Source: an optimization exercise on an open RTL-to-GDS flow (aim: small area and a short achievable clock period). Production flows keep margins and buffers that such runs may drop. Only simulation tests tie the RTL to the original design; equivalence was not proved. Power and IR drop assume default switching activity.

$ cat flow/design.v
package orderBookPkg;
    typedef logic [32-1:0] priceT;
    typedef logic [32-1:0] sharesT;
    typedef struct packed {
        logic   isDelete;
        logic   isBuy;
        priceT  price;
        sharesT shares;
    } orderMsgT;
    typedef struct packed {
        priceT  price;
        sharesT shares;
    } levelT;
endpackage
`timescale 1ns/10ps
module cmpTree #(
    parameter int W      = 32,
    parameter int LEVELS = 5
) (
    input  logic [W-1:0] a,
    input  logic [W-1:0] b,
    output logic         gt,
    output logic         eq
);
    localparam int N      = 1 << LEVELS;
    logic [LEVELS:0][N-1:0] g;
    logic [LEVELS:0][N-1:0] l;
    for (genvar i = 0; i < N; i++) begin : gLeaf
        if (i < W) begin : gBit
            assign g[0][i] = a[i] & ~b[i];
            assign l[0][i] = ~a[i] & b[i];
        end else begin : gPad
            assign g[0][i] = 1'b0;
            assign l[0][i] = 1'b0;
        end
    end
    for (genvar k = 1; k <= LEVELS; k++) begin : gLvl
        for (genvar i = 0; i < N; i++) begin : gNode
            if (i < (N >> k)) begin : gUsed
                assign g[k][i] = g[k-1][2*i+1] | (~l[k-1][2*i+1] & g[k-1][2*i]);
                assign l[k][i] = l[k-1][2*i+1] | (~g[k-1][2*i+1] & l[k-1][2*i]);
            end else begin : gFree
                assign g[k][i] = 1'b0;
                assign l[k][i] = 1'b0;
            end
        end
    end
    assign gt = g[LEVELS][0];
    assign eq = ~(g[LEVELS][0] | l[LEVELS][0]);
endmodule
module ksAdder #(
    parameter int W      = 16,
    parameter int LEVELS = 5
) (
    input  logic [W-1:0] a,
    input  logic [W-1:0] b,
    input  logic         ci,
    output logic [W-1:0] sum,
    output logic         co
);
    logic [LEVELS:0][W:0] g;
    logic [LEVELS:0][W:0] p;
    logic [W-1:0]         hp;
    assign hp      = a ^ b;
    assign g[0][0] = ci;
    assign p[0][0] = 1'b0;
    assign g[0][W:1] = a & b;
    assign p[0][W:1] = hp;
    for (genvar k = 1; k <= LEVELS; k++) begin : gLvl
        for (genvar i = 0; i <= W; i++) begin : gNode
            if (i >= (1 << (k - 1))) begin : gCombine
                assign g[k][i] = g[k-1][i] | (p[k-1][i] & g[k-1][i - (1 << (k - 1))]);
                assign p[k][i] = p[k-1][i] & p[k-1][i - (1 << (k - 1))];
            end else begin : gPass
                assign g[k][i] = g[k-1][i];
                assign p[k][i] = p[k-1][i];
            end
        end
    end
    assign sum = hp ^ g[LEVELS][W-1:0];
    assign co  = g[LEVELS][W];
endmodule
module ksAdderSel #(
    parameter int W      = 16,
    parameter int LEVELS = 4
) (
    input  logic [W-1:0] a,
    input  logic [W-1:0] b,
    output logic [W-1:0] sum0,
    output logic [W-1:0] sum1
);
    logic [LEVELS:0][W-1:0] g;
    logic [LEVELS:0][W-1:0] p;
    logic [W-1:0]           hp;
    assign hp   = a ^ b;
    assign g[0] = a & b;
    assign p[0] = hp;
    for (genvar k = 1; k <= LEVELS; k++) begin : gLvl
        for (genvar i = 0; i < W; i++) begin : gNode
            if (i >= (1 << (k - 1))) begin : gCombine
                assign g[k][i] = g[k-1][i] | (p[k-1][i] & g[k-1][i - (1 << (k - 1))]);
                assign p[k][i] = p[k-1][i] & p[k-1][i - (1 << (k - 1))];
            end else begin : gPass
                assign g[k][i] = g[k-1][i];
                assign p[k][i] = p[k-1][i];
            end
        end
    end
    assign sum0 = hp ^ {g[LEVELS][W-2:0], 1'b0};
    assign sum1 = hp ^ {g[LEVELS][W-2:0] | p[LEVELS][W-2:0], 1'b1};
endmodule
module levelNode (
    input  logic                  clkIn,
    input  logic                  isBuy,
    input  orderBookPkg::priceT   msgPrice,
    input  orderBookPkg::priceT   levelPrice,
    output logic                  bidMatch,
    output logic                  askMatch,
    output logic                  priceBetter
);
    logic msgHigher;
    logic msgEqual;
    cmpTree #(
        .W (32)
    ) cmp (
        .a  (msgPrice),
        .b  (levelPrice),
        .gt (msgHigher),
        .eq (msgEqual)
    );
    always_ff @(posedge clkIn) begin : flagReg
        bidMatch <= msgEqual && isBuy;
        askMatch <= msgEqual && !isBuy;
        priceBetter <= isBuy ? msgHigher : !(msgHigher || msgEqual);
    end
endmodule
`timescale 1ns/10ps
module bookSide #(
    parameter bit BUY_SIDE = 1'b1
) (
    input  logic                   clkIn,
    input  logic                   rstIn,
    input  logic                   commitIn,
    input  orderBookPkg::orderMsgT msgR,
    input  logic [8:1]   matchR,
    input  logic [8:1]   betterR,
    input  logic                   coveredR,
    input  orderBookPkg::sharesT   newSharesR,
    output logic [8:1][32+32-1:0] levels,
    output orderBookPkg::levelT    best,
    output logic                   updated
);
    localparam int DEPTH  = 8;
    localparam int LVL_W  = 32 + 32;
    localparam orderBookPkg::levelT EMPTY_LEVEL = {{32{~BUY_SIDE}}, {32{1'b0}}};
    logic [DEPTH:1][LVL_W-1:0] levelsNext;
    logic anyMatch;
    logic anyBetter;
    logic isAdd;
    logic commit;
    orderBookPkg::levelT newLevel;
    assign anyMatch  = |matchR;
    assign anyBetter = |betterR;
    assign isAdd     = !msgR.isDelete;
    assign commit    = commitIn && (msgR.isBuy == BUY_SIDE) && !rstIn;
    assign newLevel  = {msgR.price, newSharesR};
    for (genvar i = 1; i <= DEPTH; i++) begin : gLevel
        localparam int ABOVE_IDX = (i > 1) ? i - 1 : 1;
        localparam int BELOW_IDX = (i < DEPTH) ? i + 1 : DEPTH;
        logic [LVL_W-1:0] aboveLevel;
        logic [LVL_W-1:0] belowLevel;
        logic aboveBetter;
        logic selNew;
        logic selAbove;
        logic selBelow;
        logic keep;
        assign aboveLevel  = levels[ABOVE_IDX];
        assign aboveBetter = (i > 1) ? betterR[ABOVE_IDX] : 1'b0;
        assign belowLevel  = (i < DEPTH) ? levels[BELOW_IDX] : EMPTY_LEVEL;
        assign selNew   = commit && (isAdd ? (matchR[i] || (!anyMatch && betterR[i] && !aboveBetter))
                                           : (matchR[i] && !coveredR));
        assign selAbove = commit && isAdd && !anyMatch && betterR[i] && aboveBetter;
        assign selBelow = commit && !isAdd && anyMatch && coveredR && (matchR[i] || betterR[i]);
        assign keep     = !rstIn && !selNew && !selAbove && !selBelow;
        assign levelsNext[i] = ({LVL_W{selNew}}   & newLevel)   |
                               ({LVL_W{selAbove}} & aboveLevel) |
                               ({LVL_W{selBelow}} & belowLevel) |
                               ({LVL_W{keep}}     & levels[i])  |
                               ({LVL_W{rstIn}}    & EMPTY_LEVEL);
    end
    always_ff @(posedge clkIn) begin : commitReg
        levels  <= levelsNext;
        updated <= commit && (anyMatch || (isAdd && anyBetter));
    end
    assign best = levels[1];
endmodule
`timescale 1ns/10ps
module orderBook (
    input  logic        clkIn,
    input  logic        rstIn,
    input  logic        msgValid,
    input  logic [65:0] msg,
    output logic [63:0] bestBid,
    output logic [63:0] bestAsk,
    output logic        bidUpdated,
    output logic        askUpdated
);
    localparam int DEPTH = 8;
    localparam int LVL_W = 32 + 32;
    localparam int SH_W  = 32;
    orderBookPkg::orderMsgT msgR;
    logic [3:1] validPipe;
    always_ff @(posedge clkIn) begin : msgCapture
        if (msgValid) begin
            msgR <= msg;
        end
    end
    always_ff @(posedge clkIn) begin : validReg
        if (rstIn) begin
            validPipe <= '0;
        end else begin
            validPipe <= {validPipe[2:1], msgValid};
        end
    end
    logic [DEPTH:1][LVL_W-1:0] bidLevels;
    logic [DEPTH:1][LVL_W-1:0] askLevels;
    logic [DEPTH:1] bidMatchR;
    logic [DEPTH:1] askMatchR;
    logic [DEPTH:1] betterR;
    for (genvar n = 1; n <= DEPTH; n++) begin : gNode
        orderBookPkg::priceT sidePrice;
        assign sidePrice = msgR.isBuy ? bidLevels[n][LVL_W-1:SH_W] : askLevels[n][LVL_W-1:SH_W];
        levelNode node (
            .clkIn       (clkIn),
            .isBuy       (msgR.isBuy),
            .msgPrice    (msgR.price),
            .levelPrice  (sidePrice),
            .bidMatch    (bidMatchR[n]),
            .askMatch    (askMatchR[n]),
            .priceBetter (betterR[n])
        );
    end
    orderBookPkg::sharesT matchShares;
    orderBookPkg::sharesT addend;
    localparam int HALF_W = SH_W / 2;
    logic [HALF_W-1:0]    lowSum;
    logic                 lowCarry;
    logic [HALF_W-1:0]    highSum0;
    logic [HALF_W-1:0]    highSum1;
    logic [HALF_W-1:0]    lowSumR;
    logic                 lowCarryR;
    logic [HALF_W-1:0]    highSum0R;
    logic [HALF_W-1:0]    highSum1R;
    orderBookPkg::sharesT newSharesR;
    logic                 matchAbove;
    logic                 coveredR;
    always_comb begin : matchMux
        matchShares = '0;
        for (int i = 1; i <= DEPTH; i++) begin
            matchShares = matchShares |
                          ({SH_W{bidMatchR[i]}} & bidLevels[i][SH_W-1:0]) |
                          ({SH_W{askMatchR[i]}} & askLevels[i][SH_W-1:0]);
        end
    end
    assign addend  = msgR.shares ^ {SH_W{msgR.isDelete}};
    ksAdder #(
        .W (HALF_W)
    ) lowAdd (
        .a   (matchShares[HALF_W-1:0]),
        .b   (addend[HALF_W-1:0]),
        .ci  (msgR.isDelete),
        .sum (lowSum),
        .co  (lowCarry)
    );
    ksAdderSel #(
        .W (HALF_W)
    ) highAdd (
        .a    (matchShares[SH_W-1:HALF_W]),
        .b    (addend[SH_W-1:HALF_W]),
        .sum0 (highSum0),
        .sum1 (highSum1)
    );
    cmpTree #(
        .W (SH_W)
    ) coverCmp (
        .a  (matchShares),
        .b  (msgR.shares),
        .gt (matchAbove),
        .eq ()
    );
    always_ff @(posedge clkIn) begin : sharesReg
        lowSumR   <= lowSum;
        lowCarryR <= lowCarry;
        highSum0R <= highSum0;
        highSum1R <= highSum1;
        coveredR  <= !matchAbove;
    end
    assign newSharesR = {lowCarryR ? highSum1R : highSum0R, lowSumR};
    bookSide #(
        .BUY_SIDE (1'b1)
    ) bidSide (
        .clkIn      (clkIn),
        .rstIn      (rstIn),
        .commitIn   (validPipe[3]),
        .msgR       (msgR),
        .matchR     (bidMatchR),
        .betterR    (betterR),
        .coveredR   (coveredR),
        .newSharesR (newSharesR),
        .levels     (bidLevels),
        .best       (bestBid),
        .updated    (bidUpdated)
    );
    bookSide #(
        .BUY_SIDE (1'b0)
    ) askSide (
        .clkIn      (clkIn),
        .rstIn      (rstIn),
        .commitIn   (validPipe[3]),
        .msgR       (msgR),
        .matchR     (askMatchR),
        .betterR    (betterR),
        .coveredR   (coveredR),
        .newSharesR (newSharesR),
        .levels     (askLevels),
        .best       (bestAsk),
        .updated    (askUpdated)
    );
endmodule
$ cat flow/run.sh
#!/bin/bash
# synth_recipe.tcl (not shown) runs the flow's synth.tcl, then flattens the netlist and writes it again
# the make line also repeats each setting of config.mk as NAME=value (left out here)
make -C /OpenROAD-flow-scripts/flow DESIGN_CONFIG=/design/flow/config.mk WORK_HOME=/design/flow/orfs CLKGATE_MAP_FILE= SYNTH_SCRIPT=/design/flow/synth_recipe.tcl finish
$ cat flow/config.mk
export PLATFORM = sky130hd
export DESIGN_NAME = orderBook
export DESIGN_NICKNAME = orderBook
export VERILOG_FILES = /design/flow/design.v
export SDC_FILE = /design/flow/constraint.sdc
export NUM_CORES = 4
export LEC_CHECK = 0
export CAP_MARGIN = 20
export CORE_MARGIN = 2
export CORE_UTILIZATION = 40
export SETUP_SLACK_MARGIN = 2.0
export SLEW_MARGIN = 20
$ cat flow/constraint.sdc
create_clock -name core_clock -period 5.0 [get_ports {clkIn}]
set_input_delay 1.0000 -clock core_clock [delete_from_list [all_inputs] [get_ports {clkIn}]]
set_output_delay 1.0000 -clock core_clock [all_outputs]
set_load 0.01 [all_outputs]
==> results.py <==
metrics = {
    "outcome": {
        "status": "complete, no violations",
    },
    "global_routing": {
        "grt_pass1_wl_microns": 413000,
        "grt_max_degree": 76,
        "grt_usage": 0.364,
        "antenna_found_initial": 13,
        "grt_pass1_vias": 58500,
        "gr-total-overflow": 0,
    },
    "worst_setup_path": {
        "crit_cells": 14,
        "critPathLaunch": "gNode[4].node.askMatch$_DFF_P_",
        "path_delay_family": "compound AO/OA/AOI/OAI gates",
        "cp_cell_sequence": "a22o_1 -> a221oi_1 -> and4_4 -> inv_1 -> ha_4 -> a21o_1 -> a21o_1 -> a2111o_1 -> nand2_2 -> o211ai_1 -> buf_4 -> o41ai_4 -> mux2i_1 -> nor2_1",
        "r2r_setup_slack_ps": 1500,
        "cp_slowest_cell": "dfxtp_4",
        "worst_path_largest_cell_delay_ps": 460,
        "cp-start-kind": "register",
        "worst-path-max-fanout": 8,
        "critPathCaptureType": "register",
        "r2r_cells": 14,
        "critPathBufInv": 2,
        "arrival_ps": 4220,
        "critPathKind": "register to register",
        "reg2reg_from": "gNode[4].node.askMatch$_DFF_P_",
        "r2r-end": "highSum1R[15]$_DFF_P_",
        "endpoint": "highSum1R[15]$_DFF_P_",
        "cp_common_cell": "a21o_1",
        "worstPathRequired_ps": 5710,
    },
    "hold_path": {
        "hold_path.class": "register to register",
    },
    "pwr": {
        "max-vdd-ir-drop_mv": 0.347,
        "p_per_area_nw_per_um2": 324,
        "pwr-share-seq": 0.430,
        "clockPowerShare": 0.429,
        "internal_power_mw": 16.8,
        "p_leak_nw": 31.3,
        "pwr-share-comb": 0.141,
        "p_sw_frac": 0.297,
        "p_sw_mw": 7.08,
    },
    "die": {
        "core_area_sq_um": 148000,
        "dieArea_sq_um": 152000,
        "die_y_microns": 390,
        "die_w_microns": 390,
        "ios": 199,
        "fp-row-count": 141,
        "start_util": 0.404,
    },
    "synth": {
        "avgSynthCellArea_sq_um": 8.84,
        "synth_edf_count": 66,
        "synth_cell_types": 81,
        "synthCells": 6747,
        "syn_area_sq_um": 59700,
        "ys.flop_type": "dfxtp_1",
        "ys_async_sr_fraction": 0,
        "yosysSeqAreaShare": 0.403,
        "ys_seq_elements": 1169,
        "yosysWarnings": 4,
        "synthesis.nets": 6849,
    },
    "route": {
        "vias_per_cell": 7.30,
        "drc": 0,
        "drtIter0Drc": 15600,
        "vias": 64600,
        "wire_per_inst_microns": 34.3,
        "wl_microns": 303000,
        "dr.pass1.iters": 13,
        "antenna_left": 0,
    },
    "sta": {
        "setup_viol": 0,
        "finalSetupTns_ps": 0,
        "hold_ws_ps": 458,
        "post-route-min-period_ps": 3500,
        "max_freq_mhz": 285,
        "worstMarginPinSlew_ps": 1270,
        "setup_ws_ps": 1500,
        "slew_viol_final": 0,
        "rsz0062_at_grt": "yes",
        "skew_ps": 32.2,
        "maxSlewHeadroom": 0.152,
        "hold_viol_final": 0,
        "post-route-period-util": 0.701,
    },
    "placed_design": {
        "dpl.hpwl_microns": 165000,
        "pre_cts_ws_ps": 844,
        "numPortBuffers": 198,
        "dp_cells": 8242,
        "routabilityCongestion": 0.960,
        "placed_area_sq_um": 62300,
    },
    "finish": {
        "layout.area.seq_sq_um": 24100,
        "final_cells": 8849,
        "multi_input_comb_area_sq_um": 33700,
        "fin_area_sq_um": 73700,
        "fillCellCount": 13400,
        "final_nets": 6908,
        "syn2layout_area_growth_pct": 23.5,
        "drive_gt1_frac": 0.186,
    },
    "clocking": {
        "ctsHtreeMaxLevel": 4,
        "clk_pin_slew_ps": 60,
        "root_buffer": "clkbuf_16",
        "cts_tree": "done",
        "clockBufferDepth": 3,
        "clk_latency_ps": 830,
        "cts_buffers": 138,
        "clkSinkCount": 1169,
        "postCtsHoldBufs": 0,
    },
    "flow_run": {
        "cap_violations": 0,
    },
}
-- how the worst min path moves through the flow --
stage / from / to / slack [ps] / depth (start not counted)
3_3_place_gp: validPipe[1]$_SDFF_PP0_ / validPipe[2]$_SDFF_PP0_ / 420 / 1
6_report: validPipe[1]$_SDFF_PP0_ / validPipe[2]$_SDFF_PP0_ / 460 / 1
4_1_cts: validPipe[1]$_SDFF_PP0_ / validPipe[2]$_SDFF_PP0_ / 450 / 1
3_5_place_dp: validPipe[1]$_SDFF_PP0_ / validPipe[2]$_SDFF_PP0_ / 440 / 1
2_1_floorplan: validPipe[1]$_SDFF_PP0_ / validPipe[2]$_SDFF_PP0_ / 410 / 1
5_1_grt: validPipe[2]$_SDFF_PP0_ / validPipe[3]$_SDFF_PP0_ / 470 / 1
-- cells by family (layout without fill, tap and decap cells) --
kind of cell,count (synthesis),in the layout,share of synthesized area
and+or+nand+nor,1943,1948,0.135
buffers and inverters,1089,1235,0.0823
DFF,1169,1169,0.403
xor gates and xnor gates,74,74,0.0109
other,0,6,0
adders and majority gates,88,88,0.0163
muxes,272,272,0.0464
AOI/OAI and AO/OA,2112,2127,0.306
-- Yosys cell counts, types with 13 or more instances --
| cell type | n | area, sq um |
|---|---|---|
| nand2_1 | 1462 | 5490 |
| dfxtp_1 | 1103 | 22100 |
| a222oi_1 | 769 | 7700 |
| clkbuf_1 | 483 | 1810 |
| a221o_1 | 385 | 3850 |
| inv_1 | 263 | 987 |
| mux2i_1 | 238 | 2380 |
| nor2_1 | 189 | 709 |
| a21oi_1 | 174 | 871 |
| o21ai_0 | 161 | 806 |
| buf_4 | 154 | 1160 |
| a221oi_1 | 130 | 1140 |
| a22oi_1 | 125 | 938 |
| buf_2 | 117 | 586 |
| a22o_1 | 103 | 902 |
| nand3_1 | 76 | 380 |
| edfxtp_1 | 66 | 1980 |
| buf_1 | 57 | 214 |
| maj3_1 | 54 | 541 |
| xor2_1 | 42 | 368 |
| o22ai_1 | 35 | 219 |
| or2_2 | 35 | 219 |
| mux2_2 | 34 | 383 |
| ha_1 | 32 | 400 |
| xnor2_1 | 32 | 280 |
| a31oi_1 | 30 | 188 |
| and2_1 | 30 | 188 |
| a21o_1 | 28 | 210 |
| o211ai_1 | 26 | 195 |
| and4_1 | 25 | 219 |
| o21a_1 | 25 | 188 |
| nand4_1 | 22 | 138 |
| nor3_1 | 21 | 105 |
| and3_1 | 19 | 119 |
| nor4_1 | 15 | 93.8 |
| buf_6 | 13 | 146 |
-- what timing repair did --
item,4_1_cts,5_1_grt
resized for setup,433,436
hold endpoints to repair,0,0
gates cloned,25,25
endpoints found under the setup margin,1073,1079
pin swaps,94,151
buffers inserted,178,126
-- power groups by stage --
| stage | registers, mW | clock network, mW | logic, mW |
|---|---|---|---|
| after global placement | 10.4 | 0 | 2.43 |
| after CTS | 10.2 | 10.2 | 2.81 |
| after global routing | 10.3 | 10.6 | 3.49 |
| after floorplan | 10.1 | 0 | 1.81 |
| after detailed placement | 10.4 | 0 | 2.48 |
| final | 10.3 | 10.2 | 3.36 |
-- stage by stage --
step / utilization / total power [mW]
after global routing: 0.498 / 24.3
after floorplan: - / 11.9
after global placement: 0.421 / 12.8
final: 0.499 / 23.8
after CTS: 0.476 / 23.2
after detailed placement: 0.422 / 12.9
-- placed cells by master (no fill, tap or decap), drive strengths merged, types with 24 or more instances in the layout --
master / instances
mux2: 34
buf: 502
xnor2: 32
a21oi: 174
a22oi: 125
and2: 30
nor4: 24
o211ai: 26
maj3: 55
dfxtp: 1103
nor2: 189
o21ai: 168
a221oi: 130
xor2: 42
a221o: 385
and3: 24
clkinv: 30
a222oi: 769
a31oi: 30
clkdlybuf4s50: 196
nand3: 76
o21a: 36
mux2i: 238
a21o: 28
o22ai: 35
edfxtp: 66
nand2: 1462
or2: 36
a22o: 105
and4: 25
ha: 32
inv: 274
clkbuf: 222
-- layer usage --
layer,GRT usage,part of all wire,vias to the layer above
li1,-,-,26400
met1,0.458,0.35,30900
met2,0.516,0.40,5782
met3,0.134,0.16,1500
met4,0.244,0.088,16
met5,0,0.00077,-
-- worst reg2reg max path: stages, from the launching register on --
cell and delay, ps:
dfxtp_4 460, a22o_1 280, a221oi_1 260, and4_4 330, inv_1 90, ha_4 250, a21o_1 180, a21o_1 210
a2111o_1 410, nand2_2 100, o211ai_1 110, buf_4 190, o41ai_4 250, mux2i_1 220, nor2_1 50
-- layout make-up --
class                           instances  area share
Clock buffer                          201      0.0536
Tap cell                             1930      0.0328
Inverter                              265      0.0136
Clock inverter                         46     0.00672
Sequential cell                      1169       0.328
Multi-Input combinational cell       4509       0.457
Antenna cell                            6    0.000204
Timing Repair Buffer                  723       0.109
-- sequential cells by signal, indices dropped and copies added, names as in the netlist, 3 cells and up --
signal                  flops
gNode.node.askMatch         8
lowSumR                    16
highSum1R                  16
validPipe                   3
askSide.levels            512
gNode.node.priceBetter      8
gNode.node.bidMatch         8
msgR                       66
highSum0R                  16
bidSide.levels            512

port drivers added, routing unchanged:
The results above use ideal ports. As a check the final layout listed here was re-extracted and re-timed, cells and wires unchanged. Step 1: set_driving_cell puts a clkbuf_16 on clkIn and a buf_2 on each other input, an assumption about the parent block. Step 2 also shifts input and output timing later by t, the mid clock arrival at the registers, as if the neighbouring blocks saw the same clock. Three values: ideal ports, drivers, drivers and shift; two values: the first two.
t, ns: 0.901
setup WS [ns]: 1.497 / 1.497 / 1.302
clock arrival spread, ns: 0.037 / 0.038
worst data-port slew with drivers (ns): 0.05
After both steps this run still meets setup and hold. The setup slack of this run moves by 0.000 ns with the drivers and by -0.195 ns with both steps.
